Source: an optimization exercise on an open RTL-to-GDS flow (aim: a short achievable clock period and few clock cycles). Production flows keep margins and buffers that such runs may drop.
In this exercise RTL edits were held to simulation tests only and were not proved equivalent to the original.
No activity file was given, so power comes from the tool's default toggle rates.

==> inputs of build 47 <==
// core
module core (
	input  logic                      clk,
	input  logic                      rst_n,
	input  logic                      run_i,
	input  logic                      imem_we_i,
	input  core_types_pkg::imem_idx_t imem_addr_i,
	input  core_types_pkg::word_t     imem_wdata_i,
	output logic                      wb_valid_o,
	output core_types_pkg::reg_addr_t wb_rd_o,
	output core_types_pkg::word_t     wb_data_o,
	output logic                      st_valid_o,
	output core_types_pkg::pc_t       st_addr_o,
	output core_types_pkg::word_t     st_data_o
);
==> flow/config.mk <==
export PLATFORM = sky130hd
export DESIGN_NAME = core
export DESIGN_NICKNAME = core
export VERILOG_FILES = /design/flow/design.v
export SDC_FILE = /design/flow/constraint.sdc
export NUM_CORES = 4
export LEC_CHECK = 0
export ABC_CLOCK_PERIOD_IN_PS = 3500
export CAP_MARGIN = 20
export CORE_MARGIN = 2
export CORE_UTILIZATION = 30
export PLACE_DENSITY = 0.4
export SLEW_MARGIN = 20
export TNS_END_PERCENT = 100
==> flow/constraint.sdc <==
create_clock -name core_clock -period 10.0 [get_ports {clk}]
set_input_delay 2.0000 -clock core_clock [delete_from_list [all_inputs] [get_ports {clk}]]
set_output_delay 2.0000 -clock core_clock [all_outputs]
set_load 0.01 [all_outputs]
standard.sh (not shown) runs the stock make flow with config.mk's settings and CLKGATE_MAP_FILE= SYNTH_SCRIPT=/design/flow/synth_recipe.tcl, a recipe that flattens the netlist after the stock synthesis.
==> flow/flow/run.sh <==
#!/bin/bash
set -euo pipefail
bash standard.sh SETUP_SLACK_MARGIN=5.6 MATCH_CELL_FOOTPRINT=0 finish > standard.log 2>&1
==> inputs of trial 73, as changes to build 47 <==
--- a/flow/design.v
+++ b/flow/design.v
@@ -278,51 +278,41 @@
 			end
 		end
 	end
 	logic [63:0][7:0] imem_nx;
 	for (genvar g = 0; g < 64; g++) begin : g_nx
 		assign imem_nx[g] = imem[(g + 1) % 64][PW-1:PW-8];
 	end
-	logic [63:0] pc_q;     
+	logic [5:0]  pc_q;
 	logic        fx_wr, fx_ld, fx_st, fx_br, fx_lu;
 	logic        fx_sub, fx_slt, fx_xor, fx_or, fx_and, fx_imm;
 	logic        fx_fa_m, fx_fa_w, fx_fb_m, fx_fb_w;
 	logic [4:0]  fx_rd;
 	logic [5:0]  fx_tgt;
 	logic [31:0] fx_a, fx_b, fx_immv;
 	logic        xm_wr, xm_ld, xm_st;
 	logic [4:0]  xm_rd;
 	logic [31:0] xm_y, xm_sd;
-	logic [63:0] xm_idx;   
+	logic [5:0]  xm_idx;
 	logic        mw_wr;
 	logic [4:0]  mw_rd;
 	logic [31:0] mw_data;
 	logic [31:1][31:0] rf_q;
 	logic [31:0][31:0] rf_v;
 	assign rf_v = {rf_q, 32'b0};
 	logic [63:0][31:0] dm_q;
 	logic [PW-1:0] f_w;
 	logic [7:0]    f_nx;
 	logic [4:0]    f_rd, f_rs1, f_rs2;
 	logic [11:0]   f_imm12;
 	logic          f_use2, f_wr, f_ld, f_st, f_br, f_nop, f_unc, f_nx_nop, f_nx_unc;
-	logic [5:0]    f_tgt, f_nx_tgt;
-	logic [63:0]   f_npc;
+	logic [5:0]    f_tgt, f_nx_tgt, f_npc;
 	logic [31:0]   f_ra, f_rb;
-	always_comb begin
-		f_w  = '0;
-		f_nx = '0;
-		for (int k = 0; k < 64; k++) begin
-			f_w  = f_w | ({PW{pc_q[k]}} & imem[k]);
-			f_nx = f_nx | ({8{pc_q[k]}} & imem_nx[k]);
-		end
-	end
-	function automatic logic [63:0] onehot(input logic [5:0] i);
-		onehot = 64'd1 << i;
-	endfunction
+	assign f_w  = imem[pc_q];
+	assign f_nx = imem_nx[pc_q];
 	assign f_rd     = f_w[4:0];
 	assign f_rs1    = f_w[9:5];
 	assign f_rs2    = f_w[14:10];
 	assign f_imm12  = f_w[26:15];
 	assign f_use2   = f_w[27];
 	assign f_wr     = f_w[34];
 	assign f_ld     = f_w[35];
@@ -331,18 +321,18 @@
 	assign f_nop    = f_w[38];
 	assign f_unc    = f_w[39];
 	assign f_tgt    = f_w[45:40];
 	assign f_nx_nop = f_nx[0];
 	assign f_nx_unc = f_nx[1];
 	assign f_nx_tgt = f_nx[7:2];
 	always_comb begin
-		if (f_unc) f_npc = onehot(f_tgt);
-		else if (f_nx_nop) f_npc = {pc_q[61:0], pc_q[63:62]};
-		else if (f_nx_unc) f_npc = onehot(f_nx_tgt);
-		else f_npc = {pc_q[62:0], pc_q[63]};
+		if (f_unc) f_npc = f_tgt;
+		else if (f_nx_nop) f_npc = pc_q + 6'd2;
+		else if (f_nx_unc) f_npc = f_nx_tgt;
+		else f_npc = pc_q + 6'd1;
 	end
 	assign f_ra = rf_v[f_rs1];
 	assign f_rb = rf_v[f_rs2];
 	logic        x_stall, x_redir;
 	logic [31:0] x_a, x_b, x_op_b, x_bx, x_sum, x_y;
 	logic        x_lt;
 	assign x_stall = fx_lu;
@@ -359,41 +349,36 @@
 		else if (fx_xor) x_y = x_a ^ x_b;
 		else if (fx_or) x_y = x_a | x_b;
 		else if (fx_and) x_y = x_a & x_b;
 		else x_y = x_sum;
 	end
 	assign x_redir = fx_br && !x_stall && (x_a == x_b);
 	logic [31:0] m_rdata, m_data;
-	always_comb begin
-		m_rdata = '0;
-		for (int k = 0; k < 64; k++) begin
-			m_rdata = m_rdata | ({32{xm_idx[k]}} & dm_q[k]);
-		end
-	end
+	assign m_rdata = dm_q[xm_idx];
 	assign m_data  = xm_ld ? m_rdata : xm_y;
 	logic f_go;     
 	assign f_go = !x_stall && !x_redir;
 	always_ff @(posedge clk or negedge rst_n) begin
 		if (!rst_n) begin
-			pc_q    <= 64'd1;
+			pc_q    <= '0;
 			fx_wr   <= 1'b0;
 			fx_ld   <= 1'b0;
 			fx_st   <= 1'b0;
 			fx_br   <= 1'b0;
 			fx_lu   <= 1'b0;
 			fx_fa_m <= 1'b0;
 			fx_fa_w <= 1'b0;
 			fx_fb_m <= 1'b0;
 			fx_fb_w <= 1'b0;
 			xm_wr   <= 1'b0;
 			xm_ld   <= 1'b0;
 			xm_st   <= 1'b0;
 			mw_wr   <= 1'b0;
 		end else if (run_i) begin
-			if (x_redir) pc_q <= onehot(fx_tgt);
+			if (x_redir) pc_q <= fx_tgt;
 			else if (!x_stall) pc_q <= f_npc;
 			if (x_stall) begin
 				fx_lu   <= 1'b0;
 				fx_fa_m <= 1'b0;
 				fx_fb_m <= 1'b0;
 				fx_fa_w <= fx_fa_m;
 				fx_fb_w <= fx_fb_m;
@@ -430,15 +415,15 @@
 				fx_imm  <= f_w[28];
 				fx_immv <= {{20{f_imm12[11]}}, f_imm12};
 				fx_a    <= f_ra;
 				fx_b    <= f_rb;
 			end
 			xm_rd  <= fx_rd;
 			xm_y   <= x_y;
-			xm_idx <= onehot(x_y[7:2]);
+			xm_idx <= x_y[7:2];
 			xm_sd  <= x_b;
 			mw_rd   <= xm_rd;
 			mw_data <= m_data;
 		end
 	end
 	for (genvar g = 1; g < 32; g++) begin : g_rf
 		always_ff @(posedge clk or negedge rst_n) begin
@@ -447,15 +432,15 @@
 			end else if (run_i && xm_wr && xm_rd == g) begin
 				rf_q[g] <= m_data;
 			end
 		end
 	end
 	for (genvar g = 0; g < 64; g++) begin : g_dm
 		always_ff @(posedge clk) begin
-			if (run_i && xm_st && xm_idx[g]) begin
+			if (run_i && xm_st && xm_idx == g) begin
 				dm_q[g] <= xm_sd;
 			end
 		end
 	end
 	assign wb_valid_o = run_i && mw_wr;
 	assign wb_rd_o    = mw_rd;
 	assign wb_data_o  = mw_data;
==> summary.txt <==
Logic synthesis
  – Simple-gate share of the synthesized area: 3.474%
  – Largest family of logic cells by synthesized area: multiplexers

Routing
  – Avg WL per Cell: 38.75 um
  – DRT iter0 DRCs: 17660

Outcome
  – Status: complete, no violations

Clock network
  – Clock Latency Late Sink: 1.16 ns

Power
  – Worst vdd ir: 0.3802 mV

Setup path
  – CP max stage cell: and2_4
[end of results for trial 73]
==> summary.txt <==
Outcome
  – Status: complete, no violations

Setup path
  – CP max stage cell: nor2_4

Logic synthesis
  – Simple-gate share of the synthesized area: 4.346%

Routing
  – Avg WL per Cell: 47.83 um

Clock network
  – Clock Latency Late Sink: 1.18 ns

Power
  – Worst vdd ir: 0.2526 mV
[end of results for build 47]
Testbench counts of build 47, summed over its fixed seeds: cycles 15,834.
Testbench counts of trial 73, summed over its fixed seeds: cycles 15,834.

==> separate check: timing with driven ports <==
The flow's constraints put no driver on any port. The routed layouts listed below were extracted and timed again, unchanged, in two steps.
Step 1: set_driving_cell puts a clkbuf_16 on clk and a buf_2 on each other input, an assumption about the parent block.
Step 2, shift: input delay + t, output delay - t, t = (earliest + latest rising clock arrival at the registers) / 2. This alone moves slack from input paths to output paths.
a / b / c = no drivers / after step 1 / after step 2; a / b = the first two.
| run | t, ns | slack for setup (ns) | worst hold slack (ns) |
|---|---|---|---|
| build 47 | 1.288 | 5.159 / 5.072 / 4.335 | 0.506 / 0.506 / 0.506 |
| trial 73 | 1.253 | 5.297 / 5.233 / 4.378 | 0.472 / 0.472 / 0.472 |
After both steps setup and hold are still met in every run listed. For trial 73, which loses most, drivers alone change the setup slack by -0.064 ns; drivers and shift together by -0.919 ns.
